Context: an optimization exercise on an open-source flow, tuned for a short achievable clock period. The choices shown serve that exercise and are no tape-out recipe.
At most, simulation tests tie the RTL to the original design; equivalence was not proved.

yarrow:
==> module imem_loader, before the edit <==
module imem_loader #(
  parameter int unsigned        DATA_W    = 32,
  parameter int unsigned        DEPTH     = 64,
  parameter logic [DATA_W-1:0]  HALT_WORD = DATA_W'(32'h0000007F),
  localparam int unsigned       CNT_W     = $clog2(DEPTH) + 1
) (
  input  logic              clk,
  input  logic              rst_n,
  input  logic              ld_start,
  input  logic              ld_valid,
  input  logic [DATA_W-1:0] ld_data,
  input  logic              ld_last,
  output logic              ld_ready,
  input  logic              req,
  input  logic [31:0]       pc,
  output logic              rsp_valid,
  output logic [DATA_W-1:0] inst,
  output logic              fault,
  output logic [1:0]        fault_cause,
  output logic              mem_ready,
  output logic [CNT_W-1:0]  loaded_cnt,
  output logic              ovf
);
  localparam int unsigned AW = $clog2(DEPTH);
  logic               st_load_q, st_load_d;
  logic               st_ready_q, st_ready_d;
  logic [CNT_W-1:0]   ptr_q, ptr_d;
  logic [DEPTH-1:0]   th_q, th_d;          
  logic [DEPTH-1:0]   wsel_q, wsel_d;      
  logic [DEPTH-1:0]   lm_q, lm_d;          
  logic               ovf_q, ovf_d;
  logic               ld_ready_q, ld_ready_d;
  logic               full;
  logic               take;                
  logic               wr_go;               
  logic [DATA_W-1:0]  mem [DEPTH];
  always_comb begin
    full       = th_q[DEPTH-1];
    take       = st_load_q && ld_valid && !ld_start;
    wr_go      = ld_valid && !ld_start;    
    st_load_d  = st_load_q;
    st_ready_d = st_ready_q;
    ptr_d      = ptr_q;
    th_d       = th_q;
    wsel_d     = wsel_q;
    ovf_d      = ovf_q;
    if (ld_start) begin
      st_load_d  = 1'b1;
      st_ready_d = 1'b0;
      ptr_d      = '0;
      th_d       = '0;
      wsel_d     = DEPTH'(1);
      ovf_d      = 1'b0;
    end else if (take) begin
      if (!full) begin
        ptr_d  = ptr_q + 1'b1;
        th_d   = {th_q[DEPTH-2:0], 1'b1};
        wsel_d = wsel_q << 1;
      end else begin
        ovf_d = 1'b1;
      end
      if (ld_last) begin
        st_load_d  = 1'b0;
        st_ready_d = 1'b1;
        wsel_d     = '0;
      end
    end
    ld_ready_d = st_load_d && !th_d[DEPTH-1];
    lm_d       = {DEPTH{st_ready_d}} & th_d;
  end
  always_ff @(posedge clk or negedge rst_n) begin
    if (!rst_n) begin
      st_load_q  <= 1'b0;
      st_ready_q <= 1'b0;
      ptr_q      <= '0;
      th_q       <= '0;
      wsel_q     <= '0;
      lm_q       <= '0;
      ovf_q      <= 1'b0;
      ld_ready_q <= 1'b0;
    end else begin
      st_load_q  <= st_load_d;
      st_ready_q <= st_ready_d;
      ptr_q      <= ptr_d;
      th_q       <= th_d;
      wsel_q     <= wsel_d;
      lm_q       <= lm_d;
      ovf_q      <= ovf_d;
      ld_ready_q <= ld_ready_d;
    end
  end
  for (genvar i = 0; i < DEPTH; i++) begin : g_word
    always_ff @(posedge clk) begin
      if (wr_go && wsel_q[i]) begin
        mem[i] <= ld_data;
      end
    end
  end
  logic               aligned;
  logic               in_range;
  logic               is_loaded;
  logic               good;
  logic [1:0]         cause;
  logic [DATA_W-1:0]  rd_word;
  logic [DATA_W-1:0]  inst_d;
  always_comb begin
    aligned   = (pc[1:0] == 2'b00);
    in_range  = ~|pc[31:2+AW];
    is_loaded = lm_q[pc[2+AW-1:2]];
    rd_word   = mem[pc[2+AW-1:2]];
    good      = aligned && in_range && is_loaded;
    if (!aligned)        cause = 2'b01;
    else if (!in_range)  cause = 2'b10;
    else if (!is_loaded) cause = 2'b11;
    else                 cause = 2'b00;
    inst_d    = good ? rd_word : HALT_WORD;
  end
  logic               rsp_valid_q;
  logic [DATA_W-1:0]  inst_q;
  logic               fault_q;
  logic [1:0]         cause_q;
  always_ff @(posedge clk or negedge rst_n) begin
    if (!rst_n) begin
      rsp_valid_q <= 1'b0;
      inst_q      <= '0;
      fault_q     <= 1'b0;
      cause_q     <= 2'b00;
    end else begin
      rsp_valid_q <= req;
      if (req) begin
        inst_q  <= inst_d;
        fault_q <= !good;
        cause_q <= cause;
      end
    end
  end
  assign rsp_valid   = rsp_valid_q;
  assign inst        = inst_q;
  assign fault       = fault_q;
  assign fault_cause = cause_q;
  assign mem_ready   = st_ready_q;
  assign loaded_cnt  = ptr_q;
  assign ld_ready    = ld_ready_q;
  assign ovf         = ovf_q;
endmodule
Settings: LEC_CHECK=0, ABC_CLOCK_PERIOD_IN_PS=1500, CAP_MARGIN=20, CORE_MARGIN=2, CORE_UTILIZATION=35, CTS_CLUSTER_DIAMETER=200, CTS_CLUSTER_SIZE=28, SETUP_SLACK_MARGIN=1.3, SLEW_MARGIN=20; clock period 3.0 ns.
run.sh (not shown) runs the stock make flow with config.mk's settings and CLKGATE_MAP_FILE= SYNTH_SCRIPT=/design/flow/synth_recipe.tcl, a recipe that flattens the netlist after the stock synthesis.
Relative to yarrow, the following input files were edited for lagoon:
-- flow/design.v --
<<< yarrow, line 102
  logic               good;
  logic [1:0]         cause;
  logic [DATA_W-1:0]  rd_word;
  logic [DATA_W-1:0]  inst_d;
  always_comb begin
    aligned   = (pc[1:0] == 2'b00);
    in_range  = ~|pc[31:2+AW];
    is_loaded = lm_q[pc[2+AW-1:2]];
    rd_word   = mem[pc[2+AW-1:2]];
    good      = aligned && in_range && is_loaded;
    if (!aligned)        cause = 2'b01;
>>> lagoon, line 102
  logic               good;
  logic [1:0]         cause;
  logic [DATA_W-1:0]  rd_lo, rd_hi;              
  logic [DATA_W-1:0]  inst_lo_d, inst_hi_d;
  always_comb begin
    aligned   = (pc[1:0] == 2'b00);
    in_range  = ~|pc[31:2+AW];
    is_loaded = lm_q[pc[2+AW-1:2]];
    rd_lo     = mem[{1'b0, pc[2+AW-2:2]}];
    rd_hi     = mem[{1'b1, pc[2+AW-2:2]}];
    good      = aligned && in_range && is_loaded;
    if (!aligned)        cause = 2'b01;
<<< yarrow, line 114
    else if (!is_loaded) cause = 2'b11;
    else                 cause = 2'b00;
    inst_d    = good ? rd_word : HALT_WORD;
  end
  logic               rsp_valid_q;
  logic [DATA_W-1:0]  inst_q;
  logic               fault_q;
  logic [1:0]         cause_q;
>>> lagoon, line 115
    else if (!is_loaded) cause = 2'b11;
    else                 cause = 2'b00;
    inst_lo_d = (good && !pc[2+AW-1]) ? rd_lo : '0;
    inst_hi_d = !good ? HALT_WORD : (pc[2+AW-1] ? rd_hi : '0);
  end
  logic               rsp_valid_q;
  logic [DATA_W-1:0]  inst_lo_q, inst_hi_q;
  logic               fault_q;
  logic [1:0]         cause_q;
<<< yarrow, line 123
    if (!rst_n) begin
      rsp_valid_q <= 1'b0;
      inst_q      <= '0;
      fault_q     <= 1'b0;
      cause_q     <= 2'b00;
>>> lagoon, line 125
    if (!rst_n) begin
      rsp_valid_q <= 1'b0;
      inst_lo_q   <= '0;
      inst_hi_q   <= '0;
      fault_q     <= 1'b0;
      cause_q     <= 2'b00;
<<< yarrow, line 129
      rsp_valid_q <= req;
      if (req) begin
        inst_q  <= inst_d;
        fault_q <= !good;
        cause_q <= cause;
>>> lagoon, line 132
      rsp_valid_q <= req;
      if (req) begin
        inst_lo_q <= inst_lo_d;
        inst_hi_q <= inst_hi_d;
        fault_q <= !good;
        cause_q <= cause;
<<< yarrow, line 136
  end
  assign rsp_valid   = rsp_valid_q;
  assign inst        = inst_q;
  assign fault       = fault_q;
  assign fault_cause = cause_q;
>>> lagoon, line 140
  end
  assign rsp_valid   = rsp_valid_q;
  assign inst        = inst_lo_q | inst_hi_q;
  assign fault       = fault_q;
  assign fault_cause = cause_q;
- lagoon: PASS, flow complete, no timing, DRC or antenna violations
- Clock skew: lagoon vs yarrow — no meaningful difference
- Compared with yarrow, lagoon shows count of clock-buffer cells in the layout that has gone down slightly.
- Diff yarrow and lagoon: layout cell share with drive strength beyond 1 lower in yarrow
- Between lagoon and yarrow, it is lagoon whose first-pass GRT wire length is higher, by 4.0%.
- Relative area change from synthesis to final layout: yarrow vs lagoon — no meaningful difference
- Compare yarrow and lagoon | hold slack lower: yarrow
- On minimum clock period: between yarrow and lagoon, it ends up lower for yarrow.
For lagoon, only the layout was checked, not whether the RTL still works.

separate check: timing with driven ports:
Ports are ideal in the flow. The routed layouts listed here were re-timed in OpenROAD. Step 1, drivers: a clkbuf_16 drives clk and a buf_2 each remaining input, both assumed. Step 2 times the ports against the registers' clock, not the clock port: input delays grow and output delays shrink by t, the midpoint of the rising clock arrivals with the driver on. Three values: no drivers, after step 1, after step 2; two values: the first two.
run	t (ns)	setup slack, ns	hold slack, ns	slew at the worst register clock pin (ns)	worst data-port slew with drivers (ns)
yarrow	0.889	0.712 / 0.746 / -0.142	0.099 / 0.039 / 0.502	0.12 / 0.12	0.23
lagoon	0.879	0.634 / 0.534 / -0.167	0.231 / 0.186 / 0.504	0.12 / 0.12	0.20
Met with ideal ports but missed after step 2: setup timing in yarrow and lagoon. For yarrow, which loses most, drivers alone change the setup slack by +0.034 ns; drivers and shift together by -0.854 ns.
